Context: an optimization exercise on an open-source flow, tuned for small area, a short achievable clock period and few clock cycles per item. The choices shown serve that exercise and are no tape-out recipe. Function was checked by simulation only, so behaviour that the tests miss may differ from the original. Power figures rest on the tool's default switching activity, not on a simulated workload.

==> flow/design.v <==
package slsi_pkg;
  localparam int IN_VALUE_W = 32;
  localparam int COUNT_W    = 7;
  localparam logic FUNC_INSERT = 1'b0;
  localparam logic FUNC_DELETE = 1'b1;
  typedef struct packed {
    logic                         func;
    logic signed [IN_VALUE_W-1:0] value;
  } in_t;
  typedef struct packed {
    logic               ok;
    logic [COUNT_W-1:0] count;
  } out_t;
  typedef struct packed {
    logic eval;
    logic update;
    logic ins;
  } cell_ctl_t;
endpackage
module sorted_list_insert_delete
#(
  parameter int DEPTH       = 64,
  parameter int VALUE_WIDTH = 32
) (
  input  logic clk,
  input  logic rst,
  input  logic in_valid,
  output logic in_stall,
  input  logic [slsi_pkg::IN_VALUE_W:0] in_data,
  output logic out_valid,
  input  logic out_stall,
  output logic [slsi_pkg::COUNT_W:0] out_data
);
  localparam int VW  = slsi_pkg::IN_VALUE_W;
  localparam int CW  = slsi_pkg::COUNT_W;
  localparam int NPT = 8;               
  localparam int SP  = DEPTH / NPT;     
  localparam int BUF = 4;               
  localparam int NM  = DEPTH + BUF;     
  localparam int NG  = (NM + 7) / 8;    
  localparam int QD  = 4;               
  logic [VW-1:0]    ring_d [DEPTH];
  logic [DEPTH-1:0] ring_v;
  logic [VW-1:0]    buf_d  [BUF];
  logic [BUF-1:0]   buf_v;       
  logic [BUF-1:0]   buf_p;       
  logic             a_val;       
  logic             a_del;
  logic [VW-1:0]    a_x;         
  logic             t_val;       
  logic             t_del;
  logic [CW:0]      t_res;       
  logic [NM-1:0]    e_q;         
  logic [(NM+7)/8-1:0] gany_q;   
  logic [CW-1:0]    cnt;         
  logic             stall_q;
  logic             ov;
  logic [CW:0]      od;
  logic [CW:0]      od_h;        
  logic             r_val;       
  logic [CW:0]      r_res;
  logic [QD-1:0][CW:0] q;        
  logic [QD-1:0]    q_wp;        
  logic [QD-1:0]    q_rp;        
  logic [QD-1:0]    q_n;         
  logic [QD:0]      t_n;         
  assign in_stall  = stall_q;
  assign out_valid = ov;
  assign out_data  = od;
  logic acc, acc_ins;
  assign acc     = in_valid && !stall_q && !rst;
  assign acc_ins = acc && (in_data[VW] == slsi_pkg::FUNC_INSERT);
  logic [BUF-1:0] dsel;          
  logic [BUF-1:0] wsel;          
  logic [BUF-1:0] bfree;
  logic [BUF-1:0] bwr;           
  logic [VW-1:0]  hd;
  logic [NPT-1:0] pfree;
  logic [NPT-1:0] dp;            
  logic           drain;
  assign bfree = ~(buf_v | buf_p);
  assign bwr   = bfree | (dsel & {BUF{drain}});
  always_comb begin
    dsel = '0;
    wsel = '0;
    for (int j = BUF - 1; j >= 0; j--) begin
      if (buf_v[j]) dsel = BUF'(1) << j;
      if (bwr[j])   wsel = BUF'(1) << j;
    end
    hd = '0;
    for (int j = 0; j < BUF; j++) begin
      hd = hd | (buf_d[j] & {VW{dsel[j]}});
    end
  end
  for (genvar k = 0; k < NPT; k++) begin : g_pf
    assign pfree[k] = !ring_v[(k * SP + DEPTH - 1) % DEPTH];
  end
  always_comb begin
    dp = '0;
    for (int k = NPT - 1; k >= 0; k--) begin
      if (pfree[k]) dp = NPT'(1) << k;
    end
    if (buf_v == '0) dp = '0;
  end
  assign drain = |dp;
  logic [DEPTH-1:0] eq_r;
  logic [BUF-1:0]   eq_b;
  logic             eq_h;
  for (genvar i = 0; i < DEPTH; i++) begin : g_rcmp
    assign eq_r[i] = (ring_d[i] == a_x);
  end
  for (genvar j = 0; j < BUF; j++) begin : g_bcmp
    assign eq_b[j] = (buf_d[j] == a_x);
  end
  assign eq_h = |(dsel & eq_b);
  logic [DEPTH-1:0] rv_d;        
  logic [BUF-1:0]   bv_keep;     
  logic [NM-1:0]    e_d;
  logic [NG-1:0]    gany_d;
  for (genvar i = 0; i < DEPTH; i++) begin : g_ed
    localparam int PV = (i + DEPTH - 1) % DEPTH;
    if (i % SP == 0) begin : g_pt
      assign e_d[i] = (dp[i / SP] ? eq_h : eq_r[PV]) && rv_d[i];
    end else begin : g_sh
      assign e_d[i] = eq_r[PV] && rv_d[i];
    end
  end
  assign e_d[NM-1:DEPTH] = eq_b & bv_keep;
  logic [NM-1:0] m;
  logic [NG-1:0] gany;
  assign m    = e_q;
  assign gany = gany_q;
  logic [NM-1:0] first;
  logic [NG-1:0] gpre;
  for (genvar g = 0; g < NG; g++) begin : g_grp
    localparam int LO = 8 * g;
    localparam int HI = (8 * g + 7 < NM) ? 8 * g + 7 : NM - 1;
    assign gany_d[g] = |e_d[HI:LO];
    if (g == 0) begin : g_p0
      assign gpre[g] = 1'b0;
    end else begin : g_pn
      assign gpre[g] = |gany[g-1:0];
    end
    for (genvar i = LO; i <= HI; i++) begin : g_bit
      if (i == LO) begin : g_b0
        assign first[i] = m[i] && !gpre[g];
      end else begin : g_bn
        assign first[i] = m[i] && !gpre[g] && !(|m[i-1:LO]);
      end
    end
  end
  logic          is_del;
  logic          found;
  logic [NM-1:0] clr;
  assign is_del = t_val && t_del;
  assign found  = is_del && (|gany);
  assign clr    = is_del ? first : '0;
  logic          ins_a;
  logic          full;
  logic          ins_ok;
  logic [CW-1:0] cnt_dn, cnt_up;
  logic [CW-1:0] cnt_f, cnt_nf;      
  logic [CW:0]   ires_f, ires_nf;    
  logic [CW:0]   res;
  logic          hd_keep;
  assign ins_a   = a_val && !a_del;
  assign full    = cnt[CW-1];
  assign ins_ok  = ins_a && (found || !full);
  assign cnt_dn  = cnt - CW'(1);
  assign cnt_up  = cnt + CW'(1);
  assign cnt_f   = ins_a ? cnt : cnt_dn;
  assign cnt_nf  = (ins_a && !full) ? cnt_up : cnt;
  assign ires_f  = {1'b1, cnt};
  assign ires_nf = full ? {1'b0, cnt} : {1'b1, cnt_up};
  assign res     = t_del ? {found, found ? cnt_dn : cnt} : t_res;
  assign hd_keep = !(|(dsel & clr[NM-1:DEPTH]));
  for (genvar i = 0; i < DEPTH; i++) begin : g_ring
    localparam int PV = (i + DEPTH - 1) % DEPTH;
    if (i % SP == 0) begin : g_pt
      always_ff @(posedge clk) begin
        if (dp[i / SP]) begin
          ring_d[i] <= hd;
        end else begin
          ring_d[i] <= ring_d[PV];
        end
      end
      assign rv_d[i] = !rst && (dp[i / SP] ? hd_keep : (ring_v[PV] && !clr[PV]));
    end else begin : g_sh
      always_ff @(posedge clk) begin
        ring_d[i] <= ring_d[PV];
      end
      assign rv_d[i] = !rst && ring_v[PV] && !clr[PV];
    end
    always_ff @(posedge clk) begin
      ring_v[i] <= rv_d[i];
    end
  end
  for (genvar j = 0; j < BUF; j++) begin : g_buf
    assign bv_keep[j] = buf_v[j] && !clr[DEPTH + j] && !(drain && dsel[j]);
    always_ff @(posedge clk) begin
      if (bwr[j]) begin
        buf_d[j] <= in_data[VW-1:0];
      end
      if (rst) begin
        buf_v[j] <= 1'b0;
        buf_p[j] <= 1'b0;
      end else begin
        buf_p[j] <= wsel[j] && acc_ins;
        if (buf_p[j]) begin
          buf_v[j] <= ins_ok;
        end else begin
          buf_v[j] <= bv_keep[j];
        end
      end
    end
  end
  logic          push;
  logic          take;
  logic          q_empty;
  logic          bypass;         
  logic          enq;
  logic          deq;
  logic [CW:0]   q_head;
  assign push    = r_val;
  assign take    = !ov || !out_stall;
  assign q_empty = !q_n[0];
  assign bypass  = take && q_empty;
  assign enq     = push && !bypass;
  assign deq     = take && !q_empty;
  always_comb begin
    q_head = '0;
    for (int k = 0; k < QD; k++) q_head = q_head | (q[k] & {(CW+1){q_rp[k]}});
  end
  always_ff @(posedge clk) begin
    for (int k = 0; k < QD; k++) begin
      if (push && q_wp[k]) q[k] <= r_res;
    end
    if (take) od_h <= q_empty ? r_res : q_head;
    if (rst)       od <= '0;
    else if (take) od <= q_empty ? r_res : q_head;
    else           od <= od_h;
    if (rst) begin
      ov   <= 1'b0;
      q_wp <= QD'(1);
      q_rp <= QD'(1);
      q_n  <= '0;
    end else begin
      if (take) ov <= push || !q_empty;
      if (enq) q_wp <= {q_wp[QD-2:0], q_wp[QD-1]};
      if (deq) q_rp <= {q_rp[QD-2:0], q_rp[QD-1]};
      if (enq && !deq)      q_n <= {q_n[QD-2:0], 1'b1};
      else if (deq && !enq) q_n <= {1'b0, q_n[QD-1:1]};
    end
  end
  logic [BUF-1:0] bleft;         
  logic           bfree_n;       
  logic           pfree2;
  logic           drain2;
  logic           stall_b;
  always_comb begin
    bleft   = bwr & ~wsel;
    bfree_n = (|bleft) || ((|bwr) && !acc_ins);
    pfree2  = 1'b0;
    for (int k = 0; k < NPT; k++) pfree2 = pfree2 | !ring_v[(k * SP + 2 * DEPTH - 2) % DEPTH];
    drain2  = pfree2 && (|(buf_v & ~(dsel & {BUF{drain}})));
    stall_b = !bfree_n && !drain2;
  end
  logic       hand;
  logic       stall_o;
  logic [QD:0] t_up, t_dn;
  assign hand    = ov && !out_stall;
  assign t_up    = {t_n[QD-1:0], 1'b1};
  assign t_dn    = {1'b0, t_n[QD:1]};
  assign stall_o = (t_n[QD] && !(hand && !acc)) || (t_n[QD-1] && acc && !hand);
  always_ff @(posedge clk) begin
    a_x   <= in_data[VW-1:0];
    a_del <= (in_data[VW] == slsi_pkg::FUNC_DELETE);
    t_del <= a_del;
    t_res <= found ? ires_f : ires_nf;
    r_res <= res;
    e_q   <= e_d;
    gany_q <= gany_d;
    if (rst) begin
      a_val   <= 1'b0;
      t_val   <= 1'b0;
      r_val   <= 1'b0;
      cnt     <= '0;
      t_n     <= '0;
      stall_q <= 1'b0;
    end else begin
      a_val   <= acc;
      t_val   <= a_val;
      r_val   <= t_val;
      cnt     <= found ? cnt_f : cnt_nf;
      if (acc && !hand)      t_n <= t_up;
      else if (hand && !acc) t_n <= t_dn;
      stall_q <= stall_b || stall_o;
    end
  end
endmodule
clock: 6.0 ns
lec_check: 0
abc_clock_period_in_ps: 2500
cap_margin: 20
cell_pad_in_sites_detail_placement: 1
core_margin: 2
core_utilization: 30
place_density: 0.4
setup_slack_margin: 3.4
slew_margin: 20
run.sh (not shown) runs the stock make flow with config.mk's settings and CLKGATE_MAP_FILE= SYNTH_SCRIPT=/design/flow/synth_recipe.tcl, a recipe that flattens the netlist after the stock synthesis.
Testbench counts at the start, summed over its fixed seeds: cycles 5,297, items 5,200.
Edit:
==> flow/flow/run.sh (new file) <==
#!/bin/bash
# The standard layout (the standard.sh, every step), with the clock tree built from
# larger sink clusters and without dummy balancing loads. Each tool's full output stays in
# orfs/logs; make's own output goes to standard.log here.
set -euo pipefail
bash standard.sh "CTS_ARGS=-sink_clustering_enable -repair_clock_nets -dont_use_dummy_load -sink_clustering_size 24 -sink_clustering_max_diameter 100" finish > standard.log 2>&1
==> flow/standard.sh (new file) <==
#!/bin/bash
# synth_recipe.tcl (not shown) runs the flow's synth.tcl, then flattens the netlist and writes it again
# the make line also repeats each setting of config.mk as NAME=value (left out here)
make -C /OpenROAD-flow-scripts/flow DESIGN_CONFIG=/design/flow/config.mk WORK_HOME=/design/flow/orfs CLKGATE_MAP_FILE= SYNTH_SCRIPT=/design/flow/synth_recipe.tcl "${@:-finish}"
removed: flow/run.sh
Sequential power barely changes.
Count of clock-buffer cells in the layout falls by 298.
Hold slack is worse by 0.0064 ns.
First-iteration DRC count went up slightly.
Fmax is lower slightly.
Routed wire length falls slightly.
Global-route usage came out lower by 0.66 points.
Design area fell by a few percent.
Area after synthesis is unchanged.
Register-to-register slack barely changes.
Critical path depth decreases by 1.
Edit:
- CORE_UTILIZATION: 30 -> 45
- PLACE_DENSITY: 0.4 -> 0.6
- SETUP_SLACK_MARGIN: 3.4 -> 3.6
After rerunning: Worst setup slack gets better by 0.030 ns. Sequential share of layout area is higher by 0.40 points. Routed wire length is lower by 7.7%. Cell count is lower by 11%. Design area is lower by 0.74%.
Edit:
==> flow/flow/run.sh (replaced) <==
#!/bin/bash
# The standard layout (the standard.sh, every step), with the clock tree built from
# larger sink clusters and without dummy balancing loads. Each tool's full output stays in
# orfs/logs; make's own output goes to standard.log here.
set -euo pipefail
bash standard.sh "CTS_ARGS=-sink_clustering_enable -repair_clock_nets -dont_use_dummy_load -sink_clustering_size 30 -sink_clustering_max_diameter 100" finish > standard.log 2>&1
- CORE_UTILIZATION: 45 -> 30
- PLACE_DENSITY: 0.6 -> 0.4
- SETUP_SLACK_MARGIN: 3.6 -> 3.4
Worst setup slack loses 0.028 ns.
Total power went down by 0.52%.
Die area went up by 49%.
Via count went down by 5.9%.
Core utilization went down by 17 points.
Clock power went down by about 0.9%.
Area after synthesis stays the same.

## separate check: timing with driven ports
How much do the figures lean on ideal ports? The routed layouts below were timed once more, with nothing changed but the port constraints.
Step 1: set_driving_cell puts a clkbuf_16 on clk and a buf_2 on each other input, an assumption about the parent block.
Step 2, shift: input delay + t, output delay - t, t = (earliest + latest rising clock arrival at the registers) / 2. This alone moves slack from input paths to output paths.
Three values: ideal, step 1, step 2; two values: the first two.
| run | t, ns | setup WS [ns] | worst hold slack (ns) | latest minus earliest clock arrival (ns) | worst register clock-pin slew, ns |
|---|---|---|---|---|---|
| the first run | 1.004 | 3.272 / 3.272 / 2.533 | 0.331 / 0.331 / 0.331 | 0.066 / 0.065 | 0.07 / 0.07 |
| the second run | 0.870 | 3.261 / 3.261 / 2.595 | 0.325 / 0.325 / 0.325 | 0.100 / 0.100 | 0.11 / 0.11 |
| the third run | 0.904 | 3.291 / 3.291 / 2.773 | 0.340 / 0.340 / 0.340 | 0.076 / 0.075 | 0.12 / 0.12 |
| the fourth run | 0.859 | 3.263 / 3.263 / 2.617 | 0.319 / 0.319 / 0.319 | 0.124 / 0.124 | 0.12 / 0.12 |
After both steps every run listed still meets setup and hold. For the first run, which loses most, drivers alone change the setup slack by 0.000 ns; drivers and shift together by -0.739 ns.
